Context: an optimization exercise on an open-source flow, tuned for a short achievable clock period and few clock cycles. The choices shown serve that exercise and are no tape-out recipe. Only the layout flow was run in this run; the RTL was not checked for function there. No activity file was given, so power comes from the tool's default toggle rates.

--- flow/config.mk ---
export PLATFORM = sky130hd
export DESIGN_NAME = processor
export DESIGN_NICKNAME = processor
export VERILOG_FILES = /design/flow/design.v
export SDC_FILE = /design/flow/constraint.sdc
export NUM_CORES = 8
export LEC_CHECK = 0
export CAP_MARGIN = 20
export CORE_MARGIN = 2
export CORE_UTILIZATION = 50
export SETUP_SLACK_MARGIN = 5
export SLEW_MARGIN = 20
export SYNTH_HIERARCHICAL = 1
export SYNTH_MINIMUM_KEEP_SIZE = 0
--- flow/constraint.sdc ---
create_clock -name core_clock -period 10.0 [get_ports {clock}]
set_input_delay 2.0000 -clock core_clock [delete_from_list [all_inputs] [get_ports {clock}]]
set_output_delay 2.0000 -clock core_clock [all_outputs]
set_load 0.01 [all_outputs]
--- flow/design.v ---
`default_nettype none
package cpu_pkg;
    typedef logic [31:0] word_t;      
    typedef logic [31:0] addr_t;      
    typedef logic [4:0]  reg_idx_t;   
    localparam logic [5:0] OP_RTYPE = 6'h00;
    localparam logic [5:0] OP_J     = 6'h02;
    localparam logic [5:0] OP_BEQ   = 6'h04;
    localparam logic [5:0] OP_BNE   = 6'h05;
    localparam logic [5:0] OP_ADDIU = 6'h09;
    localparam logic [5:0] OP_ORI   = 6'h0d;
    localparam logic [5:0] OP_LW    = 6'h23;
    localparam logic [5:0] OP_SW    = 6'h2b;
    localparam logic [5:0] FN_ADDU = 6'h21;
    localparam logic [5:0] FN_SUBU = 6'h23;
    localparam logic [5:0] FN_AND  = 6'h24;
    localparam logic [5:0] FN_OR   = 6'h25;
    localparam logic [5:0] FN_SLT  = 6'h2a;
    localparam logic [31:0] RESET_PC = 32'h0000_0000;   
endpackage
`default_nettype wire
`default_nettype none
import cpu_pkg::*;
module fetch_stage (
    input  cpu_pkg::word_t ins,
    input  cpu_pkg::addr_t pc,            
    input  cpu_pkg::addr_t pc_plus4,
    output logic [4:0]  rs,
    output logic [4:0]  rt,
    output logic [4:0]  dst,
    output logic        wr,               
    output logic        uses_rs,
    output logic        uses_rt_e,        
    output logic        lw,
    output logic        lw0,              
    output logic        sw,
    output logic        beq,
    output logic        bne,
    output logic        use_imm,
    output logic [31:0] imm,              
    output logic [31:0] sx,               
    output logic [4:0]  alu_op,           
    output logic        pred,             
    output logic        redirect,         
    output cpu_pkg::addr_t target         
);
    logic [5:0] op, fn;
    logic [4:0] rd;
    assign op = ins[31:26];
    assign fn = ins[5:0];
    assign rs = ins[25:21];
    assign rt = ins[20:16];
    assign rd = ins[15:11];
    logic is_r, r_add, r_sub, r_and, r_or, r_slt, r_ok;
    logic addiu, ori, j;
    assign is_r  = (op == OP_RTYPE);
    assign r_add = is_r && fn == FN_ADDU;
    assign r_sub = is_r && fn == FN_SUBU;
    assign r_and = is_r && fn == FN_AND;
    assign r_or  = is_r && fn == FN_OR;
    assign r_slt = is_r && fn == FN_SLT;
    assign r_ok  = r_add | r_sub | r_and | r_or | r_slt;
    assign addiu = (op == OP_ADDIU);
    assign ori   = (op == OP_ORI);
    assign lw    = (op == OP_LW);
    assign sw    = (op == OP_SW);
    assign beq   = (op == OP_BEQ);
    assign bne   = (op == OP_BNE);
    assign j     = (op == OP_J);
    assign lw0   = lw && rs == 5'd0;
    assign dst       = r_ok ? rd : rt;
    assign wr        = (r_ok | addiu | ori | lw) && dst != 5'd0;
    assign uses_rs   = r_ok | addiu | ori | lw | sw | beq | bne;
    assign uses_rt_e = r_ok | beq | bne;
    assign use_imm   = addiu | ori | lw | sw;
    assign sx        = {{16{ins[15]}}, ins[15:0]};
    assign imm       = ori ? {16'h0000, ins[15:0]} : sx;
    assign alu_op    = {r_slt, r_or | ori, r_and, r_sub, r_add | addiu | lw | sw};
    assign pred     = beq ? (rs == rt || ins[15]) : (rs != rt);
    assign redirect = j | ((beq | bne) & pred);
    logic [16:0] lo, lo_an, lo_bn, lo_g, lo_t, lo_p, lo_cn;
    logic [13:0] pc_hi, hi_inc, hi_dec, hi_c1, hi_c0, j_hi;
    genvar i;
    generate
        for (i = 0; i < 17; i++) begin : g_inv
            if (i < 16) begin : g_b
                c_inv u_a (.a(pc[i+2]), .y(lo_an[i]));
                c_inv u_b (.a(ins[i]), .y(lo_bn[i]));
            end else begin : g_top
                assign lo_an[i] = 1'b1;
                assign lo_bn[i] = 1'b1;
            end
        end
    endgenerate
    ks_add_n #(.W(17), .SUB(1'b0), .CIN(1'b1)) u_lo (
        .an(lo_an), .bn(lo_bn), .s(lo), .g0(lo_g), .t0(lo_t), .p0(lo_p), .cn(lo_cn));
    assign pc_hi  = pc[31:18];
    assign hi_inc = pc_hi + 14'd1;
    assign hi_dec = pc_hi - 14'd1;
    assign j_hi   = {pc_plus4[31:28], ins[25:16]};
    assign hi_c1  = j ? j_hi : ins[15] ? pc_hi : hi_inc;    
    assign hi_c0  = j ? j_hi : ins[15] ? hi_dec : pc_hi;
    generate
        for (i = 0; i < 14; i++) begin : g_hi
            c_mux2 u (.a(hi_c0[i]), .b(hi_c1[i]), .s(lo[16]), .y(target[i+18]));
        end
        for (i = 0; i < 16; i++) begin : g_lo
            c_mux2 u (.a(lo[i]), .b(ins[i]), .s(j), .y(target[i+2]));
        end
    endgenerate
    assign target[1:0] = pc[1:0];
endmodule
`default_nettype wire
`default_nettype none
module register_file (
    input  logic        clock,
    input  logic        rst_n,
    input  logic [31:0] rs_sel,
    input  logic        rs_byp,
    input  logic [31:0] rt_sel,
    input  logic        rt_byp,
    output logic [31:0] rs_data,
    output logic [31:0] rt_data,
    input  logic [4:0]  write_idx,
    input  logic [31:0] write_data,
    input  logic        write_en
);
    logic [31:0] regs [1:31];
    logic [31:1] valid;
    always_comb begin
        rs_data = rs_byp ? write_data : '0;
        rt_data = rt_byp ? write_data : '0;
        for (int i = 1; i < 32; i++) begin
            rs_data = rs_data | ({32{rs_sel[i] & valid[i]}} & regs[i]);
            rt_data = rt_data | ({32{rt_sel[i] & valid[i]}} & regs[i]);
        end
    end
    always_ff @(posedge clock or negedge rst_n) begin
        if (!rst_n) begin
            valid <= '0;
        end else begin
            for (int i = 1; i < 32; i++)
                if (write_en && write_idx == 5'(i)) valid[i] <= 1'b1;
        end
    end
    always_ff @(posedge clock) begin
        for (int i = 1; i < 32; i++)
            if (write_en && write_idx == 5'(i)) regs[i] <= write_data;
    end
endmodule
`default_nettype wire
`default_nettype none
module c_inv (input logic a, output logic y);
    assign y = ~a;
endmodule
module c_nand2 (input logic a, input logic b, output logic y);
    assign y = ~(a & b);
endmodule
module c_nor2 (input logic a, input logic b, output logic y);
    assign y = ~(a | b);
endmodule
module c_xor2 (input logic a, input logic b, output logic y);
    assign y = a ^ b;
endmodule
module c_xnor2 (input logic a, input logic b, output logic y);
    assign y = ~(a ^ b);
endmodule
module c_andn (input logic a, input logic b, output logic y);
    assign y = ~a & b;
endmodule
module c_orn (input logic a, input logic b, output logic y);
    assign y = ~a | b;
endmodule
module c_aoi21 (input logic a1, input logic a2, input logic b, output logic y);
    assign y = ~((a1 & a2) | b);
endmodule
module c_oai21 (input logic a1, input logic a2, input logic b, output logic y);
    assign y = ~((a1 | a2) & b);
endmodule
module c_aoi22 (input logic a1, input logic a2, input logic b1, input logic b2,
                output logic y);
    assign y = ~((a1 & a2) | (b1 & b2));
endmodule
module c_aoi222 (input logic a1, input logic a2, input logic b1, input logic b2,
                 input logic c1, input logic c2, output logic y);
    assign y = ~((a1 & a2) | (b1 & b2) | (c1 & c2));
endmodule
module c_nand3 (input logic a, input logic b, input logic c, output logic y);
    assign y = ~(a & b & c);
endmodule
module c_nand4 (input logic a, input logic b, input logic c, input logic d, output logic y);
    assign y = ~(a & b & c & d);
endmodule
module c_nor4 (input logic a, input logic b, input logic c, input logic d, output logic y);
    assign y = ~(a | b | c | d);
endmodule
module c_mux2 (input logic a, input logic b, input logic s, output logic y);
    assign y = s ? b : a;
endmodule
module ks_add_n #(
    parameter int W   = 32,
    parameter bit SUB = 1'b0,
    parameter bit CIN = SUB
) (
    input  logic [W-1:0] an,
    input  logic [W-1:0] bn,
    output logic [W-1:0] s,
    output logic [W-1:0] g0,    
    output logic [W-1:0] t0,    
    output logic [W-1:0] p0,    
    output logic [W-1:0] cn     
);
    localparam int L = $clog2(W);
    logic [L:0][W-1:0] gg;    
    logic [L:0][W-1:0] tt;
    genvar i, k;
    generate
        for (i = 0; i < W; i++) begin : g_pg
            if (!SUB) begin : g_add
                c_nor2  u_g (.a(an[i]), .b(bn[i]), .y(g0[i]));
                c_nand2 u_t (.a(an[i]), .b(bn[i]), .y(t0[i]));
                c_xor2  u_p (.a(an[i]), .b(bn[i]), .y(p0[i]));
            end else begin : g_sub
                c_andn  u_g (.a(an[i]), .b(bn[i]), .y(g0[i]));
                c_orn   u_t (.a(an[i]), .b(bn[i]), .y(t0[i]));
                c_xnor2 u_p (.a(an[i]), .b(bn[i]), .y(p0[i]));
            end
        end
        for (i = 0; i < W; i++) begin : g_l0
            if (i == 0 && CIN) begin : g_cin
                assign gg[0][i] = t0[i];
            end else begin : g_nocin
                assign gg[0][i] = g0[i];
            end
            assign tt[0][i] = t0[i];
        end
        for (k = 1; k <= L; k++) begin : g_lvl
            localparam int D = 1 << (k - 1);
            for (i = 0; i < W; i++) begin : g_bit
                if (i >= D) begin : g_node
                    if (k % 2 == 1) begin : g_odd    
                        c_aoi21 u_g (.a1(tt[k-1][i]), .a2(gg[k-1][i-D]), .b(gg[k-1][i]),
                                     .y(gg[k][i]));
                        if (i >= 2 * D) begin : g_t
                            c_nand2 u_t (.a(tt[k-1][i]), .b(tt[k-1][i-D]), .y(tt[k][i]));
                        end else begin : g_not
                            assign tt[k][i] = 1'b0;
                        end
                    end else begin : g_even           
                        c_oai21 u_g (.a1(tt[k-1][i]), .a2(gg[k-1][i-D]), .b(gg[k-1][i]),
                                     .y(gg[k][i]));
                        if (i >= 2 * D) begin : g_t
                            c_nor2 u_t (.a(tt[k-1][i]), .b(tt[k-1][i-D]), .y(tt[k][i]));
                        end else begin : g_not
                            assign tt[k][i] = 1'b0;
                        end
                    end
                end else begin : g_pass
                    c_inv u_g (.a(gg[k-1][i]), .y(gg[k][i]));
                    assign tt[k][i] = 1'b0;
                end
            end
        end
        if (CIN) begin : g_s0sub
            c_inv u_s0 (.a(p0[0]), .y(s[0]));
        end else begin : g_s0add
            assign s[0] = p0[0];
        end
        assign cn[0] = 1'b0;
        for (i = 1; i < W; i++) begin : g_sum
            if (L % 2 == 1) begin : g_odd
                assign cn[i] = gg[L][i-1];
                c_xnor2 u_s (.a(p0[i]), .b(gg[L][i-1]), .y(s[i]));
            end else begin : g_even
                c_inv u_c (.a(gg[L][i-1]), .y(cn[i]));
                c_xor2 u_s (.a(p0[i]), .b(gg[L][i-1]), .y(s[i]));
            end
        end
    endgenerate
endmodule
module execute_stage (
    input  logic [31:0] e_a,           
    input  logic [31:0] e_b,           
    input  logic [31:0] e_t,           
    input  logic [31:0] m_res,         
    input  logic [31:0] w_val,         
    input  logic [2:0]  fa,            
    input  logic [2:0]  fb,            
    input  logic [2:0]  ft,            
    input  logic [5:0]  op,            
    input  logic [31:0] load_data,     
    output logic [31:0] result,        
    output logic [31:0] sum,           
    output logic [31:0] rt_val         
);
    logic [31:0] an, bn, tn;
    logic [31:0] s_add, s_sub, g_add, t_add, p_add, g_sub, t_sub, p_sub, cn_add, cn_sub;
    genvar i;
    generate
        for (i = 0; i < 32; i++) begin : g_fwd
            c_aoi222 u_a (.a1(fa[0]), .a2(e_a[i]), .b1(fa[1]), .b2(m_res[i]),
                          .c1(fa[2]), .c2(w_val[i]), .y(an[i]));
            c_aoi222 u_b (.a1(fb[0]), .a2(e_b[i]), .b1(fb[1]), .b2(m_res[i]),
                          .c1(fb[2]), .c2(w_val[i]), .y(bn[i]));
            c_aoi222 u_t (.a1(ft[0]), .a2(e_t[i]), .b1(ft[1]), .b2(m_res[i]),
                          .c1(ft[2]), .c2(w_val[i]), .y(tn[i]));
            c_inv    u_ti (.a(tn[i]), .y(rt_val[i]));
        end
    endgenerate
    ks_add_n #(.W(32), .SUB(1'b0)) u_add (.an(an), .bn(bn), .s(s_add), .g0(g_add),
                                          .t0(t_add), .p0(p_add), .cn(cn_add));
    ks_add_n #(.W(32), .SUB(1'b1)) u_sub (.an(an), .bn(bn), .s(s_sub), .g0(g_sub),
                                          .t0(t_sub), .p0(p_sub), .cn(cn_sub));
    assign sum = s_add;
    logic a31, slt;
    c_inv  u_a31 (.a(an[31]), .y(a31));
    c_mux2 u_slt (.a(cn_sub[31]), .b(a31), .s(p_add[31]), .y(slt));
    generate
        for (i = 0; i < 32; i++) begin : g_res
            logic y1, y2, y3;
            c_aoi22 u_y1 (.a1(op[0]), .a2(s_add[i]), .b1(op[1]), .b2(s_sub[i]), .y(y1));
            c_aoi22 u_y2 (.a1(op[2]), .a2(g_add[i]), .b1(op[3]), .b2(t_add[i]), .y(y2));
            if (i == 0) begin : g_b0
                c_aoi22 u_y3 (.a1(op[4]), .a2(slt), .b1(op[5]), .b2(load_data[i]), .y(y3));
            end else begin : g_bn
                c_nand2 u_y3 (.a(op[5]), .b(load_data[i]), .y(y3));
            end
            c_nand3 u_r (.a(y1), .b(y2), .c(y3), .y(result[i]));
        end
    endgenerate
endmodule
module cmp_eq32 (
    input  logic [31:0] a,
    input  logic [31:0] b,
    output logic        eq,
    output logic        ne
);
    logic [31:0] x;
    logic [15:0] l1;
    logic [7:0]  l2;
    logic [3:0]  l3;
    logic [1:0]  l4;
    genvar i;
    generate
        for (i = 0; i < 32; i++) begin : g_x
            c_xnor2 u (.a(a[i]), .b(b[i]), .y(x[i]));           
        end
        for (i = 0; i < 16; i++) begin : g_l1
            c_nand2 u (.a(x[2*i]), .b(x[2*i+1]), .y(l1[i]));    
        end
        for (i = 0; i < 8; i++) begin : g_l2
            c_nor2 u (.a(l1[2*i]), .b(l1[2*i+1]), .y(l2[i]));   
        end
        for (i = 0; i < 4; i++) begin : g_l3
            c_nand2 u (.a(l2[2*i]), .b(l2[2*i+1]), .y(l3[i]));  
        end
        for (i = 0; i < 2; i++) begin : g_l4
            c_nor2 u (.a(l3[2*i]), .b(l3[2*i+1]), .y(l4[i]));   
        end
    endgenerate
    c_nand2 u_ne (.a(l4[0]), .b(l4[1]), .y(ne));
    c_inv   u_eq (.a(ne), .y(eq));
endmodule
module branch_check (
    input  logic [31:0] e_a,
    input  logic [31:0] e_b,
    input  logic [31:0] m_res,
    input  logic [31:0] w_val,
    input  logic [5:0]  sel_eq,
    input  logic [5:0]  sel_ne,
    input  logic        sel_same,
    output logic        mispredict
);
    logic [5:0] eq, ne;
    cmp_eq32 u_c0 (.a(e_a),   .b(e_b),   .eq(eq[0]), .ne(ne[0]));
    cmp_eq32 u_c1 (.a(e_a),   .b(m_res), .eq(eq[1]), .ne(ne[1]));
    cmp_eq32 u_c2 (.a(e_a),   .b(w_val), .eq(eq[2]), .ne(ne[2]));
    cmp_eq32 u_c3 (.a(m_res), .b(e_b),   .eq(eq[3]), .ne(ne[3]));
    cmp_eq32 u_c4 (.a(m_res), .b(w_val), .eq(eq[4]), .ne(ne[4]));
    cmp_eq32 u_c5 (.a(w_val), .b(e_b),   .eq(eq[5]), .ne(ne[5]));
    assign mispredict = sel_same | (|(sel_eq & eq)) | (|(sel_ne & ne));
endmodule
`default_nettype wire
`default_nettype none
import cpu_pkg::*;
module processor (
    input  logic  clock,
    input  logic  rst_n,
    output cpu_pkg::addr_t fetch_address,
    input  cpu_pkg::word_t instruction,
    output cpu_pkg::addr_t memory_address,
    output logic  memory_read,
    output logic  memory_write,
    output cpu_pkg::word_t memory_write_data,
    input  cpu_pkg::word_t memory_read_data
);
    logic [31:0] pc;                  
    logic        d_valid;
    logic [4:0]  d_rs, d_rt, d_dst;
    logic        d_wr, d_uses_rs, d_uses_rt_e, d_lw, d_lw0, d_sw, d_beq, d_bne, d_use_imm;
    logic [31:0] d_imm, d_sx;
    logic [4:0]  d_op;
    logic        d_pred, d_redirect;
    logic [31:0] d_tgt;
    logic [31:0] d_rs_sel, d_rt_sel;   
    logic        d_rs_byp, d_rt_byp;   
    logic        stall;                
    logic [31:0] e_a, e_b, e_t;
    logic [2:0]  e_fa, e_fb, e_ft;
    logic [5:0]  e_op;
    logic        e_wr, e_load, e_store, e_sd_ld;
    logic [5:0]  e_mis_eq, e_mis_ne;   
    logic        e_mis_same;
    logic [4:0]  e_dst;
    logic [31:0] e_alt;                
    logic [31:0] m_res, m_addr, m_wdata;
    logic        m_wr, m_load, m_rd, m_store;
    logic [4:0]  m_dst;
    logic [31:0] w_val;
    logic        w_wr;
    logic [4:0]  w_dst;
    logic [31:0] pc_plus4;
    assign pc_plus4      = pc + 32'd4;
    assign fetch_address = pc;
    logic [4:0]  f_rs, f_rt, f_dst, f_op;
    logic        f_wr, f_uses_rs, f_uses_rt_e, f_lw, f_lw0, f_sw, f_beq, f_bne, f_use_imm;
    logic [31:0] f_imm, f_sx, f_tgt;
    logic        f_pred, f_redirect;
    fetch_stage fetch_stage_inst (
        .ins       (instruction),
        .pc        (pc),
        .pc_plus4  (pc_plus4),
        .rs        (f_rs),
        .rt        (f_rt),
        .dst       (f_dst),
        .wr        (f_wr),
        .uses_rs   (f_uses_rs),
        .uses_rt_e (f_uses_rt_e),
        .lw        (f_lw),
        .lw0       (f_lw0),
        .sw        (f_sw),
        .beq       (f_beq),
        .bne       (f_bne),
        .use_imm   (f_use_imm),
        .imm       (f_imm),
        .sx        (f_sx),
        .alu_op    (f_op),
        .pred      (f_pred),
        .redirect  (f_redirect),
        .target    (f_tgt)
    );
    logic mispredict;
    logic early_go, d_load_m;
    assign early_go = d_valid && d_lw0 && !e_load && !e_store && !stall;
    assign d_load_m = d_valid && d_lw && !early_go;    
    logic stall_next;
    assign stall_next = !stall && !mispredict && d_load_m && d_wr &&
                        ((f_uses_rs && f_rs == d_dst) || (f_uses_rt_e && f_rt == d_dst));
    logic [4:0]  n_rs, n_rt;
    logic        n_rs_byp, n_rt_byp;
    logic [31:0] n_rs_sel, n_rt_sel;
    assign n_rs     = stall ? d_rs : f_rs;
    assign n_rt     = stall ? d_rt : f_rt;
    assign n_rs_byp = m_wr && m_dst == n_rs;
    assign n_rt_byp = m_wr && m_dst == n_rt;
    always_comb begin
        for (int i = 0; i < 32; i++) begin
            n_rs_sel[i] = (n_rs == 5'(i)) && !n_rs_byp;
            n_rt_sel[i] = (n_rt == 5'(i)) && !n_rt_byp;
        end
    end
    logic [31:0] rs_val, rt_val_d, w_val_in;
    register_file register_file_inst (
        .clock      (clock),
        .rst_n      (rst_n),
        .rs_sel     (d_rs_sel),
        .rs_byp     (d_rs_byp),
        .rt_sel     (d_rt_sel),
        .rt_byp     (d_rt_byp),
        .rs_data    (rs_val),
        .rt_data    (rt_val_d),
        .write_idx  (w_dst),
        .write_data (w_val),
        .write_en   (w_wr)
    );
    logic a_m, a_w, b_m, b_w;
    assign a_m = e_wr && e_dst == d_rs;
    assign a_w = !a_m && m_wr && m_dst == d_rs;
    assign b_m = e_wr && e_dst == d_rt;
    assign b_w = !b_m && m_wr && m_dst == d_rt;
    logic d_move;    
    assign d_move = d_valid && !stall;
    logic       a_r, b_r, mis_if_eq, mis_if_ne;
    logic [5:0] pair;
    assign a_r = !a_m && !a_w;
    assign b_r = !b_m && !b_w;
    assign pair = {a_w && b_r, (a_m && b_w) || (a_w && b_m), a_m && b_r,
                   a_r && b_w, a_r && b_m, a_r && b_r};
    assign mis_if_eq = d_move && (d_beq ? !d_pred : d_bne && d_pred);
    assign mis_if_ne = d_move && (d_beq ? d_pred : d_bne && !d_pred);
    logic [31:0] pc_next;
    always_comb begin
        if (mispredict)                  pc_next = e_alt;
        else if (stall)                  pc_next = pc;
        else if (d_valid && d_redirect)  pc_next = d_tgt;
        else                             pc_next = pc_plus4;
    end
    always_ff @(posedge clock or negedge rst_n) begin
        if (!rst_n) begin
            d_valid <= 1'b0;
            stall   <= 1'b0;
        end else begin
            stall <= stall_next;
            if (!stall) d_valid <= !mispredict;
        end
    end
    always_ff @(posedge clock) begin
        pc <= rst_n ? pc_next : RESET_PC;
    end
    always_ff @(posedge clock) begin
        if (!stall) begin
            d_rs        <= f_rs;
            d_rt        <= f_rt;
            d_dst       <= f_dst;
            d_wr        <= f_wr;
            d_uses_rs   <= f_uses_rs;
            d_uses_rt_e <= f_uses_rt_e;
            d_lw        <= f_lw;
            d_lw0       <= f_lw0;
            d_sw        <= f_sw;
            d_beq       <= f_beq;
            d_bne       <= f_bne;
            d_use_imm   <= f_use_imm;
            d_imm       <= f_imm;
            d_sx        <= f_sx;
            d_op        <= f_op;
            d_pred      <= f_pred;
            d_redirect  <= f_redirect;
            d_tgt       <= f_tgt;
        end
        d_rs_sel <= n_rs_sel;
        d_rt_sel <= n_rt_sel;
        d_rs_byp <= n_rs_byp;
        d_rt_byp <= n_rt_byp;
    end
    always_ff @(posedge clock or negedge rst_n) begin
        if (!rst_n) begin
            e_wr    <= 1'b0;
            e_load  <= 1'b0;
            e_store <= 1'b0;
        end else begin
            e_wr    <= d_move && d_wr;
            e_load  <= d_move && d_load_m;
            e_store <= d_move && d_sw;
        end
    end
    always_ff @(posedge clock) begin
        e_a      <= rs_val;
        e_b      <= d_use_imm ? d_imm : rt_val_d;
        e_t      <= rt_val_d;
        e_fa     <= {a_w, a_m, a_r};
        e_fb     <= d_use_imm ? 3'b001 : {b_w, b_m, b_r};
        e_ft     <= {b_w, b_m, b_r};
        e_op     <= early_go ? 6'b100000 : {1'b0, d_op};
        e_sd_ld  <= e_load && e_wr && e_dst == d_rt;
        e_mis_eq   <= {6{mis_if_eq}} & pair;
        e_mis_ne   <= {6{mis_if_ne}} & pair;
        e_mis_same <= mis_if_eq && ((a_m && b_m) || (a_w && b_w));
        e_dst    <= d_dst;
        e_alt    <= d_pred ? pc_plus4 : d_tgt;
    end
    logic [31:0] alu_result, alu_sum, rt_fwd;
    execute_stage execute_stage_inst (
        .e_a       (e_a),
        .e_b       (e_b),
        .e_t       (e_t),
        .m_res     (m_res),
        .w_val     (w_val),
        .fa        (e_fa),
        .fb        (e_fb),
        .ft        (e_ft),
        .op        (e_op),
        .load_data (memory_read_data),
        .result    (alu_result),
        .sum       (alu_sum),
        .rt_val    (rt_fwd)
    );
    branch_check branch_check_inst (
        .e_a        (e_a),
        .e_b        (e_b),
        .m_res      (m_res),
        .w_val      (w_val),
        .sel_eq     (e_mis_eq),
        .sel_ne     (e_mis_ne),
        .sel_same   (e_mis_same),
        .mispredict (mispredict)
    );
    always_ff @(posedge clock or negedge rst_n) begin
        if (!rst_n) begin
            m_wr    <= 1'b0;
            m_load  <= 1'b0;
            m_store <= 1'b0;
        end else begin
            m_wr    <= e_wr;
            m_load  <= e_load;
            m_store <= e_store;
        end
    end
    always_ff @(posedge clock) begin
        m_res   <= alu_result;
        m_addr  <= early_go ? d_sx : alu_sum;
        m_rd    <= early_go || e_load;
        m_wdata <= e_sd_ld ? memory_read_data : rt_fwd;
        m_dst   <= e_dst;
    end
    assign memory_address    = m_addr;
    assign memory_read       = m_rd;
    assign memory_write      = m_store;
    assign memory_write_data = m_wdata;
    assign w_val_in = m_load ? memory_read_data : m_res;
    always_ff @(posedge clock or negedge rst_n) begin
        if (!rst_n) begin
            w_wr <= 1'b0;
        end else begin
            w_wr <= m_wr;
        end
    end
    always_ff @(posedge clock) begin
        w_val <= w_val_in;
        w_dst <= m_dst;
    end
endmodule
`default_nettype wire
--- flow/run.sh ---
#!/bin/bash
# synth_recipe.tcl (not shown) runs the flow's synth.tcl, then flattens the netlist and writes it again
# the make line also repeats each setting of config.mk as NAME=value (left out here)
make -C /OpenROAD-flow-scripts/flow DESIGN_CONFIG=/design/flow/config.mk WORK_HOME=/design/flow/orfs CLKGATE_MAP_FILE= SYNTH_SCRIPT=/design/flow/synth_recipe.tcl finish
==> run notes <==
stage by stage:
stage | cells | hold WS (ns)
floorplan | 6389 | 0.3290
global placement | 8180 | 0.3600
detailed placement | 8181 | 0.3775
CTS | 8485 | 0.3865
global route | 8496 | 0.3884
finish | 8523 | 0.3880
power by group through the flow:
| stage | Combinational [mW] | Clock (mW) | Sequential [mW] |
|---|---|---|---|
| global route | 1.44 | 6.53 | 7.11 |
| detailed placement | 1.31 | 0 | 7.23 |
| CTS | 1.32 | 6.29 | 7.10 |
| global placement | 1.31 | 0 | 7.23 |
| floorplan | 0.855 | 0 | 7.19 |
| finish | 1.37 | 6.27 | 7.10 |
placed cells by master (no fill, tap or decap), types with 23 or more instances in the layout:
cell type / instances
edfxtp_1: 1107
a22oi_1: 707
nand2_1: 527
and3_1: 399
dfxtp_1: 397
xnor2_1: 363
nor2_1: 351
buf_4: 209
inv_1: 201
nand3_1: 187
a21oi_2: 172
clkbuf_16: 171
clkdlybuf4s50_1: 161
nand4_1: 155
o21ai_1: 134
mux2_2: 106
a222oi_1: 97
xor2_1: 83
or4_1: 69
a2111oi_0: 69
a21oi_1: 68
a32oi_1: 66
a22oi_2: 65
a2111oi_2: 48
clkbuf_1: 48
and2_2: 42
nand2b_1: 38
dfrtp_1: 36
diode_2: 35
or2_2: 35
o21ai_0: 34
mux2_4: 31
nor2_4: 31
nor2b_4: 30
clkinv_1: 24
nor3_1: 23
final timing paths:
check                                               endpoint  cells after the start  slack (ns)      start
worst max-delay path                       fetch_address[23]                      1        5.68     pc[23]
worst min-delay path                                 m_store                      0        0.39    e_store
worst max register to register                        pc[31]                     17        5.70  w_val[31]
worst min register to register                       m_store                      0        0.39    e_store
max in group asynchronous       register_file_inst.valid[13]                      2        7.61      rst_n
min in group asynchronous       register_file_inst.valid[19]                      2        1.74      rst_n
final cells by class:
cell class / count / share of cell area, %
Clock buffer: 236 / 5.634
Sequential cell: 1554 / 50.92
Antenna cell: 35 / 0.1051
Timing Repair Buffer: 376 / 3.860
Multi-Input combinational cell: 4119 / 34.71
Inverter: 205 / 0.9297
Clock inverter: 68 / 0.9418
Tap cell: 1930 / 2.899
flip-flops by register name, indices dropped and copies added, names as in the netlist, 6 cells and up:
signal and count:
e_op 6, pc 32, d_sx 32, e_t 32
register_file_inst.valid 31, e_a 32, m_wdata 32, m_addr 32
e_mis_ne 6, d_rt_sel 31, e_b 32, e_alt 32
d_rs_sel 31, d_tgt 32, e_mis_eq 6, d_imm 32
m_res 32, register_file_inst.regs 992, w_val 32
per-layer routing:
layer  part of all wire (%)  GRT usage, %  vias up  routed length (um)
met2                     40         54.68     5503              125200
met1                     38         55.03    29380              119400
met5                  0.046        0.9888        -                 144
met4                    6.2         21.24       12               19360
met3                     16         15.65     1064               49840
li1                       -             -    24380                   -
==> results.ini <==
[run_status]
outcome = no timing/DRC/antenna violations

[timing]
worst_slew_pin_slew_ns = 1.315
slew_headroom_pct = 12.35
rsz0062_at_grt = false
fmax_mhz = 231.6
hold_violations = 0
fin_ws_ns = 5.682
tns_ns = 0
setup_viol = 0
finalMaxSlewViolations = 0
fin_crit_sh_pct = 43.18
finClkSkew_ns = 0.03040
period_needed_ns = 4.318

[synthesis]
syn-instance-count = 6388
synth_warnings = 9
synth_area_mm2 = 0.07442
avgSynthCellArea_um2 = 11.65

[routing]
drcViolationCount = 0
drt_iter0_drc = 11810
wl_per_cell_um = 36.83
vias = 60340
dr.pass1.iters = 9
ant_nets = 0
viasPerCell = 7.080
postRouteWirelength_um = 313900

[finish]
design_area_mm2 = 0.08330
fillers = 12560
nNetsFinal = 6491
final_util_pct = 56.35
multi_input_area_mm2 = 0.02892
seq_area_mm2 = 0.04242
drive_gt1_share_pct = 16.33
syn_to_final_growth_pct = 11.93

[worst_setup_path]
critPathSlowestCell = dfxtp_1
cp.arrival_ns = 2.32
crit_type = register to output port
critPathMaxStageDelay_ns = 0.84
cpLargestDelayFamily = flip-flops
crit_path_end_kind = output port
critPathBufInv = 1
crit_path_max_fanout = 16
cp-start-kind = register
cp.required_ns = 8.00
crit_chain = clkdlybuf4s50_1

[floorplanning]
coreArea_mm2 = 0.1478
ios = 164
die_area_mm2 = 0.1519
initial_core_util_pct = 50.34
rows = 141
die_y_um = 389.8
die_w_um = 389.8

[clock_tree]
cts_max_level = 4
postCtsHoldBufs = 0
cts-root-buf = clkbuf_16
cts_buffers = 166
cts.sinks = 1554
cts_tree = built
clkTransAtPathRegs_ns = 0.06
postCtsSetupBuffers = 0
clock_latency_ns = 0.82
clockBufferDepth = 3
cts_resized = 0

[grt]
antenna_found_initial = 19
grt_usage_pct = 40.23
grt_max_degree = 68
grt_pass1_wl_um = 429700
grt_pass1_vias = 56920
grt_overflow = 0

[pwr]
pwr-share-comb_pct = 9.3
power.switching_mw = 3.663
p_total_mw = 14.74
internal_power_mw = 11.08
vdd_drop_max_v = 0.0001751
p_clk_share_pct = 42.5
powerDensity_mw_per_mm2 = 177.0
swShare_pct = 24.85
seq_power_share_pct = 48.2
total_leakage_power_nw = 31.20

[placement]
post_dp_cell_area_mm2 = 0.07772
gp_congestion = 0.9819
place_ws_ns = 5.169
dpl.hpwl_um = 184900
port-buffer-count = 163

[min_path]
holdCritPathClass = register to register

[flow_run]
drv_cap = 0

==> what the ideal ports hide <==
In the flow no input, the clock included, has a driving cell. The finished layout below was timed again as built, in two steps. Step 1, drivers: a clkbuf_16 drives clock and a buf_2 each remaining input, both assumed. Step 2 also shifts input and output timing later by t, the mid clock arrival at the registers, as if the neighbouring blocks saw the same clock. Slacks: no drivers / after step 1 / after step 2; pairs: no drivers / after step 1.
shift t [ns]: 0.895
slack for setup (ns): 5.682 / 5.596 / 5.097
worst setup path after step 2: input to register
slew at the worst register clock pin (ns): 0.07 / 0.07
pins driven straight from the clock port: 1
After both steps setup and hold are still met in this run. For this run, drivers alone change the setup slack by -0.086 ns; drivers and shift together by -0.585 ns.
